What follows belongs to an exercise in optimizing a design on an open flow for small area, a short achievable clock period and few clock cycles; a production flow would make more cautious choices.
Only simulation tests tie the RTL to the original design; equivalence was not proved.

==> run X: inputs <==
// pn_evaluator
module pn_evaluator (
    input  wire                         clk,
    input  wire                         rst_n,
    input  wire [1:0]                   mode,
    input  wire                         operator,
    input  wire [pn_pkg::operand_w-1:0] in,
    input  wire                         in_valid,
    output logic                        out_valid,
    output pn_pkg::result_t             out
);
clock: 9.0 ns
lec_check: 0
abc_clock_period_in_ps: 3000
cap_margin: 20
core_margin: 2
core_utilization: 40
setup_slack_margin: 4.5
slew_margin: 20
tns_end_percent: 100
run.sh (not shown) runs the stock make flow with config.mk's settings and CLKGATE_MAP_FILE= SYNTH_SCRIPT=/design/flow/synth_recipe.tcl, a recipe that flattens the netlist after the stock synthesis.
==> run C (differences from run X) <==
--- a/flow/design.v
+++ b/flow/design.v
@@ -431,49 +431,54 @@
     input  wire                         operator,
     input  wire [pn_pkg::operand_w-1:0] in,
     input  wire                         in_valid,
     output logic                        out_valid,
     output pn_pkg::result_t             out
 );
-    localparam int VW  = 7;    
+    localparam int VW  = 3;    
+    localparam int VT  = 7;    
     localparam int VD  = 10;   
     localparam int FD  = 7;    
-    localparam int QD  = 6;    
+    localparam int QD  = 3;    
     localparam int BW  = 7;    
     localparam logic [1:0] S_IDLE = 2'd0;
     localparam logic [1:0] S_RECV = 2'd1;
     localparam logic [1:0] S_WAIT = 2'd2;
     localparam logic [1:0] S_EMIT = 2'd3;
     logic [1:0] st;
     logic       pre_q;     
     logic       bur_q;     
     logic       pend;      
     logic       first_pending;
     logic [15:0] vhi [0:VW-1];
     logic [2:0]  vlo [0:VD-1];
-    logic [FD-1:0] f_v;
+    logic [2:0]    f_n;    
+    logic [1:0]    f_v;    
+    assign f_v = {f_n[2] | f_n[1], f_n != 3'd0};
     logic [FD-1:0] f_l;
     logic [1:0]    f_op [0:FD-1];
     logic [3:0]    q [0:QD-1];
-    logic [2:0]    qcnt;
-    logic signed [BW-1:0] lv [0:3];
-    logic [3:0]    lf;
+    logic [1:0]    qcnt;
     logic [3:0]    lval;
     wire idle  = (st == S_IDLE);
     wire recv  = (st == S_RECV);
     wire waits = (st == S_WAIT);
     wire emit  = (st == S_EMIT);
+    logic [15:3]    hs [0:1];
+    logic [VT-1:VW] vt;
+    wire            wide_up = |vhi[VW-1][15:3];
     logic [15:0] v [0:VD+1];
     always_comb begin
         for (int i = 0; i < VD + 2; i++) begin
-            if (i < VW)      v[i] = {vhi[i][15:3], vlo[i]};
-            else if (i < VD) v[i] = {13'd0, vlo[i]};
-            else             v[i] = '0;
+            if (i < VW)       v[i] = {vhi[i][15:3], vlo[i]};
+            else if (i == VW) v[i] = {vt[VW] ? hs[0] : 13'd0, vlo[i]};
+            else if (i < VD)  v[i] = {13'd0, vlo[i]};
+            else              v[i] = '0;
         end
     end
-    wire       qnz    = (qcnt != 3'd0);
+    wire       qnz    = (qcnt != 2'd0);
     wire       cur_v  = qnz | in_valid;
     wire       cur_op = qnz ? q[0][3] : operator;
     wire [2:0] cur_x  = qnz ? q[0][2:0] : in;
     wire casc  = pend & f_v[1] & f_l[1];
     wire take  = cur_v & ~casc;
     wire t_op  = take & cur_op;
@@ -538,24 +543,37 @@
                 if (i == 0) vhi[i][15:3] <= 13'd0;
                 else if (i == 1) vhi[i][15:3] <= r[15:3];
             end else if (pop1 || pb_op) begin
                 vhi[i][15:3] <= (i == 0 && !qb_red && !pb_op) ? r[15:3] : v[i+1][15:3];
             end
         end
+        if (push) begin
+            if (wide_up) begin
+                hs[0] <= vhi[VW-1][15:3];
+                hs[1] <= hs[0];
+            end
+            vt <= {vt[VT-2:VW], wide_up};
+        end else if (!redx && (pop1 || pb_op)) begin
+            if (vt[VW]) hs[0] <= hs[1];
+            vt <= {1'b0, vt[VT-1:VW+1]};
+        end
+        if (bur_q && !idle) begin
+            {vhi[VW-1][14:3], hs[1], hs[0]} <= bx_n;
+        end
     end
     always_ff @(posedge clk or negedge rst_n) begin
         if (!rst_n) begin
-            f_v <= '0;
+            f_n <= '0;
         end else if (idle) begin
-            if (take) f_v <= {{(FD-1){1'b0}}, cur_op};
+            if (take) f_n <= {2'd0, cur_op};
         end else if (red) begin
-            if (!t_op) f_v <= {1'b0, f_v[FD-1:1]};
+            if (!t_op) f_n <= f_n - 3'd1;
         end else if (fpush) begin
-            f_v <= {f_v[FD-2:0], 1'b1};
+            f_n <= f_n + 3'd1;
         end else if (qb_red) begin
-            f_v <= {1'b0, f_v[FD-1:1]};
+            f_n <= f_n - 3'd1;
         end
     end
     always_ff @(posedge clk) begin
         if (idle) begin
             f_op[0] <= cur_x[1:0];
             f_l[0]  <= 1'b0;
@@ -586,27 +604,27 @@
         end else if (t_opd && pre_q && !top_l) begin
             f_l[0] <= 1'b1;
         end
     end
     wire q_push = in_valid & (qnz | casc);
     wire q_pop  = qnz & take;
-    wire [2:0] q_wr = qcnt - {2'd0, q_pop};
+    wire [1:0] q_wr = qcnt - {1'b0, q_pop};
     always_ff @(posedge clk) begin
         for (int i = 0; i < QD; i++) begin
-            if (q_push && q_wr == 3'(i)) begin
+            if (q_push && q_wr == 2'(i)) begin
                 q[i] <= {operator, in};
             end else if (q_pop) begin
                 q[i] <= (i < QD - 1) ? q[i+1] : q[i];
             end
         end
     end
     always_ff @(posedge clk or negedge rst_n) begin
         if (!rst_n) begin
             qcnt <= '0;
         end else begin
-            qcnt <= qcnt + {2'd0, q_push} - {2'd0, q_pop};
+            qcnt <= qcnt + {1'b0, q_push} - {1'b0, q_pop};
         end
     end
     wire       flag_new = qb_red & ~f_v[1] & first_pending;
     wire       ins      = pb_op | qb_red;
     wire       full     = &lval;
     logic [3:0] wr;
@@ -619,34 +637,43 @@
             else               wr[3] = 1'b1;
         end else if (pre_q && !flag_new) begin
             wr = lf;
         end
         if (!ins) wr = '0;
     end
-    always_ff @(posedge clk) begin
-        for (int i = 0; i < 4; i++) begin
-            if (wr[i]) begin
-                lv[i] <= bres;
-                lf[i] <= flag_new;
-            end
-        end
-    end
+    logic [37:0] bx, bx_n;
+    assign bx = {vhi[VW-1][14:3], hs[1], hs[0]};
+    logic signed [BW-1:0] lv [0:3];
+    logic [3:0] lf;
     logic bf [0:3][0:3];
-    logic lt [0:3];
-    logic gt [0:3];
+    function automatic int bf_bit(input int i, input int j);
+        bf_bit = (i == 0) ? 31 + j : (i == 1) ? 33 + j : 37;
+    endfunction
     always_comb begin
         for (int j = 0; j < 4; j++) begin
-            lt[j] = bres < lv[j];
-            gt[j] = bres > lv[j];
+            lv[j] = bx[7*j +: BW];
+            lf[j] = bx[28 + j];
+        end
+        for (int i = 0; i < 4; i++) begin
+            for (int j = 0; j < 4; j++) begin
+                bf[i][j] = (i < j) ? bx[bf_bit(i, j)] : 1'b0;
+            end
         end
     end
-    always_ff @(posedge clk) begin
+    logic first [0:3];    
+    always_comb begin
+        for (int j = 0; j < 4; j++) first[j] = pre_q ? (bres > lv[j]) : (bres < lv[j]);
+        bx_n = bx;
         for (int i = 0; i < 4; i++) begin
+            if (wr[i]) begin
+                bx_n[7*i +: BW] = bres;
+                bx_n[28 + i]    = flag_new;
+            end
             for (int j = i + 1; j < 4; j++) begin
-                if (wr[i])      bf[i][j] <= pre_q ? !lt[j] : !gt[j];
-                else if (wr[j]) bf[i][j] <= pre_q ? !gt[i] : !lt[i];
+                if (wr[i])      bx_n[bf_bit(i, j)] = first[j];
+                else if (wr[j]) bx_n[bf_bit(i, j)] = !first[i];
             end
         end
     end
     logic [3:0] sel;
     always_comb begin
         for (int i = 0; i < 4; i++) begin
SETUP_SLACK_MARGIN = 3.5   (was 4.5)
TNS_END_PERCENT = 0   (was 100)
==> run F (differences from run X) <==
--- a/flow/design.v
+++ b/flow/design.v
@@ -431,49 +431,56 @@
     input  wire                         operator,
     input  wire [pn_pkg::operand_w-1:0] in,
     input  wire                         in_valid,
     output logic                        out_valid,
     output pn_pkg::result_t             out
 );
-    localparam int VW  = 7;    
+    localparam int VW  = 3;    
+    localparam int VT  = 7;    
     localparam int VD  = 10;   
     localparam int FD  = 7;    
-    localparam int QD  = 6;    
+    localparam int QD  = 3;    
     localparam int BW  = 7;    
     localparam logic [1:0] S_IDLE = 2'd0;
     localparam logic [1:0] S_RECV = 2'd1;
     localparam logic [1:0] S_WAIT = 2'd2;
     localparam logic [1:0] S_EMIT = 2'd3;
     logic [1:0] st;
     logic       pre_q;     
     logic       bur_q;     
     logic       pend;      
     logic       first_pending;
     logic [15:0] vhi [0:VW-1];
     logic [2:0]  vlo [0:VD-1];
-    logic [FD-1:0] f_v;
+    logic [2:0]    f_n;    
+    logic [1:0]    f_v;    
+    assign f_v = {f_n[2] | f_n[1], f_n != 3'd0};
     logic [FD-1:0] f_l;
     logic [1:0]    f_op [0:FD-1];
     logic [3:0]    q [0:QD-1];
-    logic [2:0]    qcnt;
-    logic signed [BW-1:0] lv [0:3];
-    logic [3:0]    lf;
+    logic [1:0]    qcnt;
     logic [3:0]    lval;
+    logic [37:0]   bx, bx_n;
+    logic [3:0]    lf;
     wire idle  = (st == S_IDLE);
     wire recv  = (st == S_RECV);
     wire waits = (st == S_WAIT);
     wire emit  = (st == S_EMIT);
+    logic [15:3]    hs [0:1];
+    logic [VT-1:VW] vt;
+    wire            wide_up = |vhi[VW-1][15:3];
     logic [15:0] v [0:VD+1];
     always_comb begin
         for (int i = 0; i < VD + 2; i++) begin
-            if (i < VW)      v[i] = {vhi[i][15:3], vlo[i]};
-            else if (i < VD) v[i] = {13'd0, vlo[i]};
-            else             v[i] = '0;
+            if (i < VW)       v[i] = {vhi[i][15:3], vlo[i]};
+            else if (i == VW) v[i] = {vt[VW] ? hs[0] : 13'd0, vlo[i]};
+            else if (i < VD)  v[i] = {13'd0, vlo[i]};
+            else              v[i] = '0;
         end
     end
-    wire       qnz    = (qcnt != 3'd0);
+    wire       qnz    = (qcnt != 2'd0);
     wire       cur_v  = qnz | in_valid;
     wire       cur_op = qnz ? q[0][3] : operator;
     wire [2:0] cur_x  = qnz ? q[0][2:0] : in;
     wire casc  = pend & f_v[1] & f_l[1];
     wire take  = cur_v & ~casc;
     wire t_op  = take & cur_op;
@@ -483,23 +490,22 @@
     wire pb_op  = t_op & ~idle & ~pre_q & bur_q;
     wire top_l  = f_v[0] & f_l[0];
     wire qb_red = t_opd & ~idle & pre_q & bur_q & top_l & ~pend;
     wire pend_n = casc | (t_opd & ~idle & pre_q & ~bur_q & (pend | top_l));
     logic [1:0]  alu_op;
     logic [15:0] a, b, sum, r;
-    wire         sub = (alu_op == 2'd1);
     assign alu_op = pre_q ? f_op[0] : cur_x[1:0];
     assign a   = v[1];
     assign b   = v[0];
-    assign sum = a + (b ^ {16{sub}}) + {15'd0, sub};
+    assign sum = a + b;
     logic [15:0] prod;
     mul16lo mul_inst (.a(a), .b(b), .p(prod));
     always_comb begin
         case (alu_op)
             2'd0:    r = sum;
-            2'd1:    r = sum;
+            2'd1:    r = a - b;
             2'd2:    r = prod;
             default: r = sum[15] ? -sum : sum;
         endcase
     end
     logic [2:0]    bl, br;
     logic [1:0]    bop;
@@ -538,24 +544,37 @@
                 if (i == 0) vhi[i][15:3] <= 13'd0;
                 else if (i == 1) vhi[i][15:3] <= r[15:3];
             end else if (pop1 || pb_op) begin
                 vhi[i][15:3] <= (i == 0 && !qb_red && !pb_op) ? r[15:3] : v[i+1][15:3];
             end
         end
+        if (push) begin
+            if (wide_up) begin
+                hs[0] <= vhi[VW-1][15:3];
+                hs[1] <= hs[0];
+            end
+            vt <= {vt[VT-2:VW], wide_up};
+        end else if (!redx && (pop1 || pb_op)) begin
+            if (vt[VW]) hs[0] <= hs[1];
+            vt <= {1'b0, vt[VT-1:VW+1]};
+        end
+        if (bur_q && !idle) begin
+            {vhi[VW-1][14:3], hs[1], hs[0]} <= bx_n;
+        end
     end
     always_ff @(posedge clk or negedge rst_n) begin
         if (!rst_n) begin
-            f_v <= '0;
+            f_n <= '0;
         end else if (idle) begin
-            if (take) f_v <= {{(FD-1){1'b0}}, cur_op};
+            if (take) f_n <= {2'd0, cur_op};
         end else if (red) begin
-            if (!t_op) f_v <= {1'b0, f_v[FD-1:1]};
+            if (!t_op) f_n <= f_n - 3'd1;
         end else if (fpush) begin
-            f_v <= {f_v[FD-2:0], 1'b1};
+            f_n <= f_n + 3'd1;
         end else if (qb_red) begin
-            f_v <= {1'b0, f_v[FD-1:1]};
+            f_n <= f_n - 3'd1;
         end
     end
     always_ff @(posedge clk) begin
         if (idle) begin
             f_op[0] <= cur_x[1:0];
             f_l[0]  <= 1'b0;
@@ -586,27 +605,27 @@
         end else if (t_opd && pre_q && !top_l) begin
             f_l[0] <= 1'b1;
         end
     end
     wire q_push = in_valid & (qnz | casc);
     wire q_pop  = qnz & take;
-    wire [2:0] q_wr = qcnt - {2'd0, q_pop};
+    wire [1:0] q_wr = qcnt - {1'b0, q_pop};
     always_ff @(posedge clk) begin
         for (int i = 0; i < QD; i++) begin
-            if (q_push && q_wr == 3'(i)) begin
+            if (q_push && q_wr == 2'(i)) begin
                 q[i] <= {operator, in};
             end else if (q_pop) begin
                 q[i] <= (i < QD - 1) ? q[i+1] : q[i];
             end
         end
     end
     always_ff @(posedge clk or negedge rst_n) begin
         if (!rst_n) begin
             qcnt <= '0;
         end else begin
-            qcnt <= qcnt + {2'd0, q_push} - {2'd0, q_pop};
+            qcnt <= qcnt + {1'b0, q_push} - {1'b0, q_pop};
         end
     end
     wire       flag_new = qb_red & ~f_v[1] & first_pending;
     wire       ins      = pb_op | qb_red;
     wire       full     = &lval;
     logic [3:0] wr;
@@ -619,34 +638,41 @@
             else               wr[3] = 1'b1;
         end else if (pre_q && !flag_new) begin
             wr = lf;
         end
         if (!ins) wr = '0;
     end
-    always_ff @(posedge clk) begin
-        for (int i = 0; i < 4; i++) begin
-            if (wr[i]) begin
-                lv[i] <= bres;
-                lf[i] <= flag_new;
-            end
-        end
-    end
+    assign bx = {vhi[VW-1][14:3], hs[1], hs[0]};
+    logic signed [BW-1:0] lv [0:3];
     logic bf [0:3][0:3];
-    logic lt [0:3];
-    logic gt [0:3];
+    function automatic int bf_bit(input int i, input int j);
+        bf_bit = (i == 0) ? 31 + j : (i == 1) ? 33 + j : 37;
+    endfunction
     always_comb begin
         for (int j = 0; j < 4; j++) begin
-            lt[j] = bres < lv[j];
-            gt[j] = bres > lv[j];
+            lv[j] = bx[7*j +: BW];
+            lf[j] = bx[28 + j];
+        end
+        for (int i = 0; i < 4; i++) begin
+            for (int j = 0; j < 4; j++) begin
+                bf[i][j] = (i < j) ? bx[bf_bit(i, j)] : 1'b0;
+            end
         end
     end
-    always_ff @(posedge clk) begin
+    logic first [0:3];    
+    always_comb begin
+        for (int j = 0; j < 4; j++) first[j] = pre_q ? (bres > lv[j]) : (bres < lv[j]);
+        bx_n = bx;
         for (int i = 0; i < 4; i++) begin
+            if (wr[i]) begin
+                bx_n[7*i +: BW] = bres;
+                bx_n[28 + i]    = flag_new;
+            end
             for (int j = i + 1; j < 4; j++) begin
-                if (wr[i])      bf[i][j] <= pre_q ? !lt[j] : !gt[j];
-                else if (wr[j]) bf[i][j] <= pre_q ? !gt[i] : !lt[i];
+                if (wr[i])      bx_n[bf_bit(i, j)] = first[j];
+                else if (wr[j]) bx_n[bf_bit(i, j)] = !first[i];
             end
         end
     end
     logic [3:0] sel;
     always_comb begin
         for (int i = 0; i < 4; i++) begin
@@ -673,13 +699,12 @@
             lval <= lval & ~sel;
         end else begin
             lval <= lval | wr;
         end
     end
     wire done = ~pend & ~qnz;
-    wire endc = recv & ~in_valid;
     always_ff @(posedge clk or negedge rst_n) begin
         if (!rst_n) begin
             st            <= S_IDLE;
             pre_q         <= 1'b0;
             bur_q         <= 1'b0;
             pend          <= 1'b0;
SETUP_SLACK_MARGIN = 3.5   (was 4.5)
TNS_END_PERCENT = 0   (was 100)
==> summary of the runs <==
Non-clock buffer count, lowest first: run F, run C, run X.
Against run C, the critical path depth of run X is higher by 3.
Final area: run C < run F < run X.
Between run F and run C, the lower first-iteration DRC count is in run C (gap about 16%, measured against run C).
Via count: run C is lower than run X (about 6%).
The highest core utilization belongs to run X, the lowest to run F.
Register-to-register slack, lowest first: run F, run C, run X.
Testbench counts of run X, summed over its fixed seeds: cycles 11,704.
Testbench counts of run C, summed over its fixed seeds: cycles 11,704.
Testbench counts of run F, summed over its fixed seeds: cycles 11,704.

-- what the ideal ports hide --
How much do the figures lean on ideal ports? The routed layouts below were timed once more, with nothing changed but the port constraints. Step 1 assumes that a clkbuf_16 drives the clock port and a buf_2 every other input. Step 2, shift: input delay + t, output delay - t, t = (earliest + latest rising clock arrival at the registers) / 2. This alone moves slack from input paths to output paths. Slacks: ideal ports / drivers / drivers and shift; pairs: ideal ports / drivers.
run | t (ns) | setup WS [ns] | hold slack, ns | latest minus earliest clock arrival (ns) | worst slew at a driven data input, ns
run X | 0.595 | 3.529 / 3.534 / 2.939 | 0.444 / 0.444 / 0.444 | 0.018 / 0.018 | 0.06
run C | 0.473 | 3.466 / 3.486 / 3.012 | 0.460 / 0.460 / 0.460 | 0.009 / 0.009 | 0.04
run F | 0.482 | 3.489 / 3.489 / 3.135 | 0.464 / 0.464 / 0.464 | 0.009 / 0.010 | 0.04
After both steps every run listed still meets setup and hold. For run X, which loses most, drivers alone change the setup slack by +0.005 ns; drivers and shift together by -0.590 ns.
